Context: an optimization exercise on an open-source flow, tuned for small area, a short achievable clock period and few clock cycles per item. The choices shown serve that exercise and are no tape-out recipe. RTL that was checked went through simulation tests only; none was proved equivalent to the original.

==> inputs of v8 <==
==> flow/design.v (excerpt) <==
module hsl_color_interpolator (
  input  logic        clk,
  input  logic        rst_n,
  input  logic        start,
  output logic        busy,
  input  logic        in_op,
  input  logic [1:0]  in_slot,
  input  logic [11:0] in_start_red,
  input  logic [11:0] in_start_green,
  input  logic [11:0] in_start_blue,
  input  logic [11:0] in_end_red,
  input  logic [11:0] in_end_green,
  input  logic [11:0] in_end_blue,
  input  logic [11:0] in_t_frac,
  output logic        out_valid,
  output logic [1:0]  out_slot,
  output logic [11:0] out_red,
  output logic [11:0] out_green,
  output logic [11:0] out_blue,
  output logic        out_last
);
  localparam int SPC  = 2;           
  localparam int NCYC = 12 / SPC;    
  localparam int QD   = 3;           
  function automatic logic [11:0] div_fs(input logic [23:0] p);
    logic [12:0] sum;
    sum = {1'b0, p[11:0]} + {1'b0, p[23:12]} + 13'd1;
    div_fs = p[23:12] + {11'd0, sum[12]};
  endfunction
  function automatic logic [11:0] add_ci(input logic [11:0] a, input logic [11:0] b, input logic ci);
    logic [12:0] t;
    t = {a, 1'b1} + {b, ci};
    add_ci = t[12:1];
  endfunction
  function automatic logic fs_c(input logic [23:0] p);
    logic [12:0] sum;
    sum  = {1'b0, p[11:0]} + {1'b0, p[23:12]} + 13'd1;
    fs_c = sum[12];
  endfunction
  function automatic logic [23:0] mul_r4(input logic [11:0] a, input logic [13:0] a3,
                                         input logic [11:0] b);
    logic [13:0] m;
    mul_r4 = '0;
    for (int i = 0; i < 6; i++) begin
      unique case (b[2*i +: 2])
        2'd0:    m = 14'd0;
        2'd1:    m = {2'b00, a};
        2'd2:    m = {1'b0, a, 1'b0};
        default: m = a3;
      endcase
      mul_r4 = mul_r4 + (24'(m) << (2*i));
    end
  endfunction
  logic        cv;
  logic        c_op;
  logic [1:0]  c_slot;
  logic [11:0] c_col [6];
  logic [5:0]  c_gt [2];
  logic [12:0] q_mem [QD];
  logic [1:0]  q_wr, q_rd;
  logic [1:0]  q_cnt;
  logic        q_push, q_pop;
  logic        h_op;
  logic [11:0] h_t;
  assign h_op = q_mem[q_rd][12];
  assign h_t  = q_mem[q_rd][11:0];
  logic        cu_busy, cu_done;
  logic [2:0]  cu_cnt;
  logic [1:0]  cu_slot;
  logic [11:0] rs [2], qs [2], bs [2];
  ...
clock: 12.0 ns
lec_check: 0
cap_margin: 5
core_margin: 2
core_utilization: 55
setup_slack_margin: 5
slew_margin: 5
standard.sh (not shown) runs the stock make flow with config.mk's settings and CLKGATE_MAP_FILE= SYNTH_SCRIPT=/design/flow/synth_recipe.tcl, a recipe that flattens the netlist after the stock synthesis.
==> flow/flow/run.sh <==
#!/bin/bash
set -euo pipefail
bash standard.sh SETUP_SLACK_MARGIN=${MARGIN:-6.5} finish > standard_flow.log 2>&1
==> v12: changes against v8 <==
--- a/flow/design.v
+++ b/flow/design.v
@@ -25,20 +25,10 @@
   function automatic logic [11:0] div_fs(input logic [23:0] p);
     logic [12:0] sum;
     sum = {1'b0, p[11:0]} + {1'b0, p[23:12]} + 13'd1;
     div_fs = p[23:12] + {11'd0, sum[12]};
   endfunction
-  function automatic logic [11:0] add_ci(input logic [11:0] a, input logic [11:0] b, input logic ci);
-    logic [12:0] t;
-    t = {a, 1'b1} + {b, ci};
-    add_ci = t[12:1];
-  endfunction
-  function automatic logic fs_c(input logic [23:0] p);
-    logic [12:0] sum;
-    sum  = {1'b0, p[11:0]} + {1'b0, p[23:12]} + 13'd1;
-    fs_c = sum[12];
-  endfunction
   function automatic logic [23:0] mul_r4(input logic [11:0] a, input logic [13:0] a3,
                                          input logic [11:0] b);
     logic [13:0] m;
     mul_r4 = '0;
     for (int i = 0; i < 6; i++) begin
@@ -54,10 +44,11 @@
   logic        cv;
   logic        c_op;
   logic [1:0]  c_slot;
   logic [11:0] c_col [6];
   logic [5:0]  c_gt [2];
+  logic [11:0] c_t;
   logic [12:0] q_mem [QD];
   logic [1:0]  q_wr, q_rd;
   logic [1:0]  q_cnt;
   logic        q_push, q_pop;
   logic        h_op;
@@ -102,24 +93,24 @@
   assign in_col[5] = in_end_blue;
   always_ff @(posedge clk) begin
     if (rst_n && start && !busy) begin
       c_op   <= in_op;
       c_slot <= in_slot;
-      c_col[0] <= in_op ? in_t_frac : in_col[0];
-      for (int i = 1; i < 6; i++) c_col[i] <= in_col[i];
+      for (int i = 0; i < 6; i++) c_col[i] <= in_col[i];
       for (int c = 0; c < 2; c++) begin
         c_gt[c][0] <= in_col[3*c]   > in_col[3*c+1];
         c_gt[c][1] <= in_col[3*c+1] > in_col[3*c];
         c_gt[c][2] <= in_col[3*c]   > in_col[3*c+2];
         c_gt[c][3] <= in_col[3*c+2] > in_col[3*c];
         c_gt[c][4] <= in_col[3*c+1] > in_col[3*c+2];
         c_gt[c][5] <= in_col[3*c+2] > in_col[3*c+1];
       end
+      c_t <= in_t_frac;
     end
   end
   always_ff @(posedge clk) begin
-    if (q_push) q_mem[q_wr] <= {c_op, c_col[0]};
+    if (q_push) q_mem[q_wr] <= {c_op, c_t};
   end
   always_ff @(posedge clk) begin
     if (!rst_n) begin
       q_wr  <= '0;
       q_rd  <= '0;
@@ -132,11 +123,11 @@
   end
   logic       cand_v, stall, adv;
   logic [1:0] cand;
   assign cand_v = ev || ((q_cnt != '0) && h_op);
   assign cand   = ev ? nx : 2'd0;
-  assign stall  = pend && !cu_done && (cand == cu_slot);
+  assign stall  = pend && (cand == cu_slot);
   assign adv    = cand_v && !stall;
   assign pop_e  = !ev && (q_cnt != '0) && h_op && !stall;
   assign pop_l  = (q_cnt != '0) && !h_op && !pend && (!ev || nx > cu_slot);
   assign q_pop  = pop_e || pop_l;
   assign commit = (pend || pop_l) && cu_done;
@@ -277,11 +268,11 @@
       unique case (cs[c])
         2'd0:    begin bp = 12'd0;    bn = 12'd4094; end
         2'd1:    begin bp = 12'd1365; bn = 12'd1364; end
         default: begin bp = 12'd2730; bn = 12'd2729; end
       endcase
-      f_h[c] = cg[c] ? 12'd0 : add_ci(cn[c] ? bn : bp, qh[c] ^ {12{cn[c]}}, cn[c]);
+      f_h[c] = cg[c] ? 12'd0 : (cn[c] ? bn : bp) + (qh[c] ^ {12{cn[c]}}) + {11'd0, cn[c]};
       f_s[c] = cg[c] ? 12'd0 : qs[c];
     end
   end
   logic        w_sn, w_ln;
   logic [11:0] w_sm, w_lm;
@@ -319,30 +310,28 @@
   logic        r_wrap;
   logic [11:0] n_h0, n_h1, n_hd;
   logic [12:0] n_hd01, n_hd10;
   logic        n_swp;
   assign nk = cand;
-  logic byp;
-  assign byp = pend && cu_done && (nk == cu_slot);
   assign nt = pop_e ? h_t : et;
   assign n_t3  = {2'b00, nt} + {1'b0, nt, 1'b0};
   assign n_t3n = {2'b00, ~nt} + {1'b0, ~nt, 1'b0};
   logic [13:0] r_tt3;
   always_comb begin
-    n_h0   = byp ? f_h[0] : t_h0[nk];
-    n_h1   = byp ? f_h[1] : t_h1[nk];
+    n_h0   = t_h0[nk];
+    n_h1   = t_h1[nk];
     n_hd01 = {1'b0, n_h0} - {1'b0, n_h1};
     n_hd10 = {1'b0, n_h1} - {1'b0, n_h0};
     n_swp  = n_hd10[12];
     n_hd   = n_swp ? n_hd01[11:0] : n_hd10[11:0];
   end
   always_ff @(posedge clk) begin
     r_m2   <= n_hd[11] ? ~n_hd[10:0] : n_hd[10:0];
     r_wrap <= n_hd[11];
     r_hl   <= n_swp ? n_h1 : n_h0;
-    r_sm   <= byp ? w_sm : t_sm[nk];
-    r_lm   <= byp ? w_lm : t_lm[nk];
+    r_sm   <= t_sm[nk];
+    r_lm   <= t_lm[nk];
     r_tt   <= n_swp ? ~nt : nt;
     r_tt3  <= n_swp ? n_t3n : n_t3;
   end
   logic        v1, tv1, wrap1, sn1, ln1;
   logic [1:0]  k1;
@@ -364,19 +353,21 @@
     s01   <= t_s0[isk];
     sn1   <= t_sn[isk];
     l01   <= t_l0[isk];
     ln1   <= t_ln[isk];
   end
-  logic [11:0] qh1, hue1, s1n, l1n, hm0, hm1;
+  logic [11:0] qh1, qs1, ql1, hue1, s1n, l1n, hm0, hm1;
   logic [12:0] hd1;
   always_comb begin
     qh1 = div_fs({1'b0, ph1});
-    hd1 = 13'(({1'b0, hl1, 1'b1} + {1'b0, {1'b0, ph1[22:12]} ^ {12{wrap1}}, fs_c({1'b0, ph1}) ^ wrap1}) >> 1);
+    qs1 = div_fs(ps1);
+    ql1 = div_fs(pl1);
+    hd1 = {1'b0, hl1} + {1'b0, qh1 ^ {12{wrap1}}} + {12'd0, wrap1};
     hm1 = hl1 + ~qh1;
     hue1 = (wrap1 && !hd1[12]) ? hm1 : hd1[11:0];
-    s1n = add_ci(s01, ps1[23:12] ^ {12{sn1}}, fs_c(ps1) ^ sn1);
-    l1n = add_ci(l01, pl1[23:12] ^ {12{ln1}}, fs_c(pl1) ^ ln1);
+    s1n = s01 + (qs1 ^ {12{sn1}}) + {11'd0, sn1};
+    l1n = l01 + (ql1 ^ {12{ln1}}) + {11'd0, ln1};
   end
   logic        v2, tv2;
   logic [1:0]  k2;
   logic [11:0] h2, s2, l2;
   always_ff @(posedge clk) begin
@@ -401,11 +392,11 @@
       3'd0:         c2 = 15'd0;
       3'd1, 3'd2:   c2 = 15'd8190;
       3'd3, 3'd4:   c2 = 15'd16380;
       default:      c2 = 15'd24570;
     endcase
-    zp2 = (sec2[0] ? c2 : y2) - (sec2[0] ? y2 : c2);
+    zp2 = (sec2[0] ? c2 : y2) + ~(sec2[0] ? y2 : c2) + 15'd1;
     f2  = zp2[11:0];
   end
   logic        v3, tv3;
   logic [1:0]  k3;
   logic [2:0]  sec3;
@@ -422,29 +413,28 @@
     l3   <= l2;
     f3   <= f2;
     sec3 <= sec2;
     pp3  <= l2 * s2;
   end
-  logic [11:0] m3w;
+  logic [11:0] p3, m3w;
   always_comb begin
-    m3w = add_ci(l3[11] ? s3 : 12'd0, pp3[23:12] ^ {12{l3[11]}}, fs_c(pp3) ^ l3[11]);
+    p3  = div_fs(pp3);
+    m3w = l3[11] ? s3 - p3 : p3;
   end
   logic        v4, tv4;
   logic [1:0]  k4;
   logic [2:0]  sec4;
   logic [11:0] f4, l4;
-  logic [13:0] f34;
   logic [10:0] m4;
   always_ff @(posedge clk) begin
     if (!rst_n) v4 <= 1'b0;
     else        v4 <= v3;
   end
   always_ff @(posedge clk) begin
     k4   <= k3;
     tv4  <= tv3;
     f4   <= f3;
-    f34  <= {2'b00, f3} + {1'b0, f3, 1'b0};
     sec4 <= sec3;
     m4   <= m3w[10:0];
     l4   <= l3;
   end
   logic        v5, tv5;
@@ -460,15 +450,15 @@
     k5   <= k4;
     tv5  <= tv4;
     sec5 <= sec4;
     hi5  <= l4 + {1'b0, m4};
     lo5  <= l4 - {1'b0, m4};
-    pc5  <= 23'(mul_r4(f4, f34, {1'b0, m4}));
+    pc5  <= m4 * f4;
   end
   logic [11:0] sl5, r5, g5, b5;
   always_comb begin
-    sl5 = add_ci(lo5, pc5[22:11], fs_c({pc5, 1'b0}));
+    sl5 = lo5 + div_fs({pc5, 1'b0});
     unique case (sec5)
       3'd0:    begin r5 = hi5; g5 = sl5; b5 = lo5; end
       3'd1:    begin r5 = sl5; g5 = hi5; b5 = lo5; end
       3'd2:    begin r5 = lo5; g5 = hi5; b5 = sl5; end
       3'd3:    begin r5 = lo5; g5 = sl5; b5 = hi5; end
CAP_MARGIN = 20   (was 5)
SLEW_MARGIN = 20   (was 5)
==> v10: changes against v8 <==
--- a/flow/design.v
+++ b/flow/design.v
@@ -25,20 +25,10 @@
   function automatic logic [11:0] div_fs(input logic [23:0] p);
     logic [12:0] sum;
     sum = {1'b0, p[11:0]} + {1'b0, p[23:12]} + 13'd1;
     div_fs = p[23:12] + {11'd0, sum[12]};
   endfunction
-  function automatic logic [11:0] add_ci(input logic [11:0] a, input logic [11:0] b, input logic ci);
-    logic [12:0] t;
-    t = {a, 1'b1} + {b, ci};
-    add_ci = t[12:1];
-  endfunction
-  function automatic logic fs_c(input logic [23:0] p);
-    logic [12:0] sum;
-    sum  = {1'b0, p[11:0]} + {1'b0, p[23:12]} + 13'd1;
-    fs_c = sum[12];
-  endfunction
   function automatic logic [23:0] mul_r4(input logic [11:0] a, input logic [13:0] a3,
                                          input logic [11:0] b);
     logic [13:0] m;
     mul_r4 = '0;
     for (int i = 0; i < 6; i++) begin
@@ -54,10 +44,11 @@
   logic        cv;
   logic        c_op;
   logic [1:0]  c_slot;
   logic [11:0] c_col [6];
   logic [5:0]  c_gt [2];
+  logic [11:0] c_t;
   logic [12:0] q_mem [QD];
   logic [1:0]  q_wr, q_rd;
   logic [1:0]  q_cnt;
   logic        q_push, q_pop;
   logic        h_op;
@@ -102,24 +93,24 @@
   assign in_col[5] = in_end_blue;
   always_ff @(posedge clk) begin
     if (rst_n && start && !busy) begin
       c_op   <= in_op;
       c_slot <= in_slot;
-      c_col[0] <= in_op ? in_t_frac : in_col[0];
-      for (int i = 1; i < 6; i++) c_col[i] <= in_col[i];
+      for (int i = 0; i < 6; i++) c_col[i] <= in_col[i];
       for (int c = 0; c < 2; c++) begin
         c_gt[c][0] <= in_col[3*c]   > in_col[3*c+1];
         c_gt[c][1] <= in_col[3*c+1] > in_col[3*c];
         c_gt[c][2] <= in_col[3*c]   > in_col[3*c+2];
         c_gt[c][3] <= in_col[3*c+2] > in_col[3*c];
         c_gt[c][4] <= in_col[3*c+1] > in_col[3*c+2];
         c_gt[c][5] <= in_col[3*c+2] > in_col[3*c+1];
       end
+      c_t <= in_t_frac;
     end
   end
   always_ff @(posedge clk) begin
-    if (q_push) q_mem[q_wr] <= {c_op, c_col[0]};
+    if (q_push) q_mem[q_wr] <= {c_op, c_t};
   end
   always_ff @(posedge clk) begin
     if (!rst_n) begin
       q_wr  <= '0;
       q_rd  <= '0;
@@ -132,11 +123,11 @@
   end
   logic       cand_v, stall, adv;
   logic [1:0] cand;
   assign cand_v = ev || ((q_cnt != '0) && h_op);
   assign cand   = ev ? nx : 2'd0;
-  assign stall  = pend && !cu_done && (cand == cu_slot);
+  assign stall  = pend && (cand == cu_slot);
   assign adv    = cand_v && !stall;
   assign pop_e  = !ev && (q_cnt != '0) && h_op && !stall;
   assign pop_l  = (q_cnt != '0) && !h_op && !pend && (!ev || nx > cu_slot);
   assign q_pop  = pop_e || pop_l;
   assign commit = (pend || pop_l) && cu_done;
@@ -277,11 +268,11 @@
       unique case (cs[c])
         2'd0:    begin bp = 12'd0;    bn = 12'd4094; end
         2'd1:    begin bp = 12'd1365; bn = 12'd1364; end
         default: begin bp = 12'd2730; bn = 12'd2729; end
       endcase
-      f_h[c] = cg[c] ? 12'd0 : add_ci(cn[c] ? bn : bp, qh[c] ^ {12{cn[c]}}, cn[c]);
+      f_h[c] = cg[c] ? 12'd0 : (cn[c] ? bn : bp) + (qh[c] ^ {12{cn[c]}}) + {11'd0, cn[c]};
       f_s[c] = cg[c] ? 12'd0 : qs[c];
     end
   end
   logic        w_sn, w_ln;
   logic [11:0] w_sm, w_lm;
@@ -319,30 +310,28 @@
   logic        r_wrap;
   logic [11:0] n_h0, n_h1, n_hd;
   logic [12:0] n_hd01, n_hd10;
   logic        n_swp;
   assign nk = cand;
-  logic byp;
-  assign byp = pend && cu_done && (nk == cu_slot);
   assign nt = pop_e ? h_t : et;
   assign n_t3  = {2'b00, nt} + {1'b0, nt, 1'b0};
   assign n_t3n = {2'b00, ~nt} + {1'b0, ~nt, 1'b0};
   logic [13:0] r_tt3;
   always_comb begin
-    n_h0   = byp ? f_h[0] : t_h0[nk];
-    n_h1   = byp ? f_h[1] : t_h1[nk];
+    n_h0   = t_h0[nk];
+    n_h1   = t_h1[nk];
     n_hd01 = {1'b0, n_h0} - {1'b0, n_h1};
     n_hd10 = {1'b0, n_h1} - {1'b0, n_h0};
     n_swp  = n_hd10[12];
     n_hd   = n_swp ? n_hd01[11:0] : n_hd10[11:0];
   end
   always_ff @(posedge clk) begin
     r_m2   <= n_hd[11] ? ~n_hd[10:0] : n_hd[10:0];
     r_wrap <= n_hd[11];
     r_hl   <= n_swp ? n_h1 : n_h0;
-    r_sm   <= byp ? w_sm : t_sm[nk];
-    r_lm   <= byp ? w_lm : t_lm[nk];
+    r_sm   <= t_sm[nk];
+    r_lm   <= t_lm[nk];
     r_tt   <= n_swp ? ~nt : nt;
     r_tt3  <= n_swp ? n_t3n : n_t3;
   end
   logic        v1, tv1, wrap1, sn1, ln1;
   logic [1:0]  k1;
@@ -364,19 +353,21 @@
     s01   <= t_s0[isk];
     sn1   <= t_sn[isk];
     l01   <= t_l0[isk];
     ln1   <= t_ln[isk];
   end
-  logic [11:0] qh1, hue1, s1n, l1n, hm0, hm1;
+  logic [11:0] qh1, qs1, ql1, hue1, s1n, l1n, hm0, hm1;
   logic [12:0] hd1;
   always_comb begin
     qh1 = div_fs({1'b0, ph1});
-    hd1 = 13'(({1'b0, hl1, 1'b1} + {1'b0, {1'b0, ph1[22:12]} ^ {12{wrap1}}, fs_c({1'b0, ph1}) ^ wrap1}) >> 1);
+    qs1 = div_fs(ps1);
+    ql1 = div_fs(pl1);
+    hd1 = {1'b0, hl1} + {1'b0, qh1 ^ {12{wrap1}}} + {12'd0, wrap1};
     hm1 = hl1 + ~qh1;
     hue1 = (wrap1 && !hd1[12]) ? hm1 : hd1[11:0];
-    s1n = add_ci(s01, ps1[23:12] ^ {12{sn1}}, fs_c(ps1) ^ sn1);
-    l1n = add_ci(l01, pl1[23:12] ^ {12{ln1}}, fs_c(pl1) ^ ln1);
+    s1n = s01 + (qs1 ^ {12{sn1}}) + {11'd0, sn1};
+    l1n = l01 + (ql1 ^ {12{ln1}}) + {11'd0, ln1};
   end
   logic        v2, tv2;
   logic [1:0]  k2;
   logic [11:0] h2, s2, l2;
   always_ff @(posedge clk) begin
@@ -401,11 +392,11 @@
       3'd0:         c2 = 15'd0;
       3'd1, 3'd2:   c2 = 15'd8190;
       3'd3, 3'd4:   c2 = 15'd16380;
       default:      c2 = 15'd24570;
     endcase
-    zp2 = (sec2[0] ? c2 : y2) - (sec2[0] ? y2 : c2);
+    zp2 = (sec2[0] ? c2 : y2) + ~(sec2[0] ? y2 : c2) + 15'd1;
     f2  = zp2[11:0];
   end
   logic        v3, tv3;
   logic [1:0]  k3;
   logic [2:0]  sec3;
@@ -422,29 +413,28 @@
     l3   <= l2;
     f3   <= f2;
     sec3 <= sec2;
     pp3  <= l2 * s2;
   end
-  logic [11:0] m3w;
+  logic [11:0] p3, m3w;
   always_comb begin
-    m3w = add_ci(l3[11] ? s3 : 12'd0, pp3[23:12] ^ {12{l3[11]}}, fs_c(pp3) ^ l3[11]);
+    p3  = div_fs(pp3);
+    m3w = l3[11] ? s3 - p3 : p3;
   end
   logic        v4, tv4;
   logic [1:0]  k4;
   logic [2:0]  sec4;
   logic [11:0] f4, l4;
-  logic [13:0] f34;
   logic [10:0] m4;
   always_ff @(posedge clk) begin
     if (!rst_n) v4 <= 1'b0;
     else        v4 <= v3;
   end
   always_ff @(posedge clk) begin
     k4   <= k3;
     tv4  <= tv3;
     f4   <= f3;
-    f34  <= {2'b00, f3} + {1'b0, f3, 1'b0};
     sec4 <= sec3;
     m4   <= m3w[10:0];
     l4   <= l3;
   end
   logic        v5, tv5;
@@ -460,15 +450,15 @@
     k5   <= k4;
     tv5  <= tv4;
     sec5 <= sec4;
     hi5  <= l4 + {1'b0, m4};
     lo5  <= l4 - {1'b0, m4};
-    pc5  <= 23'(mul_r4(f4, f34, {1'b0, m4}));
+    pc5  <= m4 * f4;
   end
   logic [11:0] sl5, r5, g5, b5;
   always_comb begin
-    sl5 = add_ci(lo5, pc5[22:11], fs_c({pc5, 1'b0}));
+    sl5 = lo5 + div_fs({pc5, 1'b0});
     unique case (sec5)
       3'd0:    begin r5 = hi5; g5 = sl5; b5 = lo5; end
       3'd1:    begin r5 = sl5; g5 = hi5; b5 = lo5; end
       3'd2:    begin r5 = lo5; g5 = hi5; b5 = sl5; end
       3'd3:    begin r5 = lo5; g5 = sl5; b5 = hi5; end
CAP_MARGIN = 20   (was 5)
CORE_UTILIZATION = 40   (was 55)
SLEW_MARGIN = 20   (was 5)
==> v35: changes against v8 <==
--- a/flow/design.v
+++ b/flow/design.v
@@ -54,10 +54,11 @@
   logic        cv;
   logic        c_op;
   logic [1:0]  c_slot;
   logic [11:0] c_col [6];
   logic [5:0]  c_gt [2];
+  logic [11:0] c_t;
   logic [12:0] q_mem [QD];
   logic [1:0]  q_wr, q_rd;
   logic [1:0]  q_cnt;
   logic        q_push, q_pop;
   logic        h_op;
@@ -102,24 +103,24 @@
   assign in_col[5] = in_end_blue;
   always_ff @(posedge clk) begin
     if (rst_n && start && !busy) begin
       c_op   <= in_op;
       c_slot <= in_slot;
-      c_col[0] <= in_op ? in_t_frac : in_col[0];
-      for (int i = 1; i < 6; i++) c_col[i] <= in_col[i];
+      for (int i = 0; i < 6; i++) c_col[i] <= in_col[i];
       for (int c = 0; c < 2; c++) begin
         c_gt[c][0] <= in_col[3*c]   > in_col[3*c+1];
         c_gt[c][1] <= in_col[3*c+1] > in_col[3*c];
         c_gt[c][2] <= in_col[3*c]   > in_col[3*c+2];
         c_gt[c][3] <= in_col[3*c+2] > in_col[3*c];
         c_gt[c][4] <= in_col[3*c+1] > in_col[3*c+2];
         c_gt[c][5] <= in_col[3*c+2] > in_col[3*c+1];
       end
+      c_t <= in_t_frac;
     end
   end
   always_ff @(posedge clk) begin
-    if (q_push) q_mem[q_wr] <= {c_op, c_col[0]};
+    if (q_push) q_mem[q_wr] <= {c_op, c_t};
   end
   always_ff @(posedge clk) begin
     if (!rst_n) begin
       q_wr  <= '0;
       q_rd  <= '0;
@@ -132,11 +133,11 @@
   end
   logic       cand_v, stall, adv;
   logic [1:0] cand;
   assign cand_v = ev || ((q_cnt != '0) && h_op);
   assign cand   = ev ? nx : 2'd0;
-  assign stall  = pend && !cu_done && (cand == cu_slot);
+  assign stall  = pend && (cand == cu_slot);
   assign adv    = cand_v && !stall;
   assign pop_e  = !ev && (q_cnt != '0) && h_op && !stall;
   assign pop_l  = (q_cnt != '0) && !h_op && !pend && (!ev || nx > cu_slot);
   assign q_pop  = pop_e || pop_l;
   assign commit = (pend || pop_l) && cu_done;
@@ -319,30 +320,28 @@
   logic        r_wrap;
   logic [11:0] n_h0, n_h1, n_hd;
   logic [12:0] n_hd01, n_hd10;
   logic        n_swp;
   assign nk = cand;
-  logic byp;
-  assign byp = pend && cu_done && (nk == cu_slot);
   assign nt = pop_e ? h_t : et;
   assign n_t3  = {2'b00, nt} + {1'b0, nt, 1'b0};
   assign n_t3n = {2'b00, ~nt} + {1'b0, ~nt, 1'b0};
   logic [13:0] r_tt3;
   always_comb begin
-    n_h0   = byp ? f_h[0] : t_h0[nk];
-    n_h1   = byp ? f_h[1] : t_h1[nk];
+    n_h0   = t_h0[nk];
+    n_h1   = t_h1[nk];
     n_hd01 = {1'b0, n_h0} - {1'b0, n_h1};
     n_hd10 = {1'b0, n_h1} - {1'b0, n_h0};
     n_swp  = n_hd10[12];
     n_hd   = n_swp ? n_hd01[11:0] : n_hd10[11:0];
   end
   always_ff @(posedge clk) begin
     r_m2   <= n_hd[11] ? ~n_hd[10:0] : n_hd[10:0];
     r_wrap <= n_hd[11];
     r_hl   <= n_swp ? n_h1 : n_h0;
-    r_sm   <= byp ? w_sm : t_sm[nk];
-    r_lm   <= byp ? w_lm : t_lm[nk];
+    r_sm   <= t_sm[nk];
+    r_lm   <= t_lm[nk];
     r_tt   <= n_swp ? ~nt : nt;
     r_tt3  <= n_swp ? n_t3n : n_t3;
   end
   logic        v1, tv1, wrap1, sn1, ln1;
   logic [1:0]  k1;
@@ -430,21 +429,19 @@
   end
   logic        v4, tv4;
   logic [1:0]  k4;
   logic [2:0]  sec4;
   logic [11:0] f4, l4;
-  logic [13:0] f34;
   logic [10:0] m4;
   always_ff @(posedge clk) begin
     if (!rst_n) v4 <= 1'b0;
     else        v4 <= v3;
   end
   always_ff @(posedge clk) begin
     k4   <= k3;
     tv4  <= tv3;
     f4   <= f3;
-    f34  <= {2'b00, f3} + {1'b0, f3, 1'b0};
     sec4 <= sec3;
     m4   <= m3w[10:0];
     l4   <= l3;
   end
   logic        v5, tv5;
@@ -460,11 +457,11 @@
     k5   <= k4;
     tv5  <= tv4;
     sec5 <= sec4;
     hi5  <= l4 + {1'b0, m4};
     lo5  <= l4 - {1'b0, m4};
-    pc5  <= 23'(mul_r4(f4, f34, {1'b0, m4}));
+    pc5  <= m4 * f4;
   end
   logic [11:0] sl5, r5, g5, b5;
   always_comb begin
     sl5 = add_ci(lo5, pc5[22:11], fs_c({pc5, 1'b0}));
     unique case (sec5)
==> flow/flow/run.sh (replaced) <==
#!/bin/bash
set -euo pipefail
bash standard.sh SETUP_SLACK_MARGIN=${MARGIN:-6} finish > standard_flow.log 2>&1
CAP_MARGIN = 20   (was 5)
CORE_UTILIZATION = 65   (was 55)
SLEW_MARGIN = 20   (was 5)
==> summary.txt <==
| Stage | Result | Reported |
|:---|:---|:---|
| sta | Hold slack final | 324 ps |
| sta | Max frequency | 184 MHz |
| critical path | CP max stage delay | 550 ps |
| global routing | Global Route Usage Sum | 26.2% |
| run status | Run status | timing/DRC/antenna clean |
| cells and area | # nets final | 9498 |
| clock network | CTS H-tree depth | 3 |
| cells and area | Final standard cell area without fillers | 0.0902 mm^2 |
(the above is from v12)
==> summary.txt <==
| Stage | Result | Reported |
|:---|:---|:---|
| sta | Max frequency | 184 MHz |
| sta | Final Critical Period | 5450 ps |
| logic synthesis | XOR/XNOR Fraction of Synth Area | 5.47% |
| clock network | CTS H-tree depth | 3 |
| cells and area | Final standard cell area without fillers | 0.0919 mm^2 |
| route | Drt drc | 0 |
| critical path | CP max stage delay | 540 ps |
| route | Detailed router's first-iteration violation count | 4097 |
| floorplanning | Chip width | 392 um |
| run status | Run status | timing/DRC/antenna clean |
| placed design | DPL Wire Length | 163 mm |
| logic synthesis | Number of warnings reported in the yosys synthesis log | 30 |
| sta | Hold slack final | 326 ps |
| global routing | Global Route Usage Sum | 27.9% |
| sta | Total negative slack | 0 ps |
(the above is from v8)
==> summary.txt <==
| Stage | Result | Reported |
|:---|:---|:---|
| clock network | CTS H-tree depth | 3 |
| floorplanning | Chip width | 360 um |
| cells and area | # nets final | 9508 |
| route | Via count | 60043 |
| critical path | Register-to-register setup slack | 6330 ps |
| critical path | CP max stage delay | 660 ps |
| global routing | Global Route Usage Sum | 30.8% |
| sta | Max frequency | 176 MHz |
| sta | Hold slack final | 321 ps |
| route | Met3 layer wire length in the routed design | 10.2 mm |
| sta | Post-route fraction of the period consumed by the critical path | 47.3% |
| run status | Run status | timing/DRC/antenna clean |
| logic synthesis | Mapped cell area | 0.0824 mm^2 |
(the above is from v35)
==> summary.txt <==
| Stage | Result | Reported |
|:---|:---|:---|
| cells and area | Final standard cell area without fillers | 0.0914 mm^2 |
| critical path | CP max stage delay | 550 ps |
| run status | Run status | timing/DRC/antenna clean |
| route | Residual antenna-violating net count after detailed routing | 0 |
| cells and area | # nets final | 9498 |
| clock network | CTS H-tree depth | 4 |
| sta | Max frequency | 184 MHz |
| critical path | Worst-path cell chain | inv_2 -> ha_1 -> nor2b_4 -> o31a_1 -> or4b_4 -> a2111oi_4 -> o21ai_2 -> a21boi_4 -> mux2i_2 -> ha_1 -> nor2b_1 -> o31a_1 -> o21ai_2 -> a21oi_4 -> o2111ai_2 -> a21oi_2 -> or3_4 -> buf_12 -> and3_4 -> a221o_1 |
| sta | Hold slack final | 321 ps |
| global routing | Global Route Usage Sum | 18.8% |
(the above is from v10)
Testbench counts of v12, summed over its fixed seeds: cycles 3,703, items 2,976.
Testbench counts of v10, summed over its fixed seeds: cycles 3,703, items 2,976.
Testbench counts of v35, summed over its fixed seeds: cycles 3,703, items 2,976.
No functional check of the RTL was part of v8.

what the ideal ports hide:
The results above use ideal ports. As a check the final layouts listed here were re-extracted and re-timed, cells and wires unchanged.
Step 1 assumes that a clkbuf_16 drives the clock port and a buf_2 every other input.
Step 2 also shifts input and output timing later by t, the mid clock arrival at the registers, as if the neighbouring blocks saw the same clock.
Slacks: ideal / step 1 / step 2; pairs: ideal / step 1.
| run | t, ns | slack for setup (ns) | worst data-port slew with drivers (ns) |
|---|---|---|---|
| v8 | 0.827 | 6.551 / 6.551 / 6.551 | 0.08 |
| v12 | 0.829 | 6.559 / 6.559 / 6.539 | 0.04 |
| v10 | 0.867 | 6.551 / 6.551 / 6.411 | 0.04 |
| v35 | 0.820 | 6.327 / 6.327 / 6.327 | 0.05 |
After both steps setup and hold are still met in every run listed. For v10, which loses most, drivers alone change the setup slack by 0.000 ns; drivers and shift together by -0.140 ns.
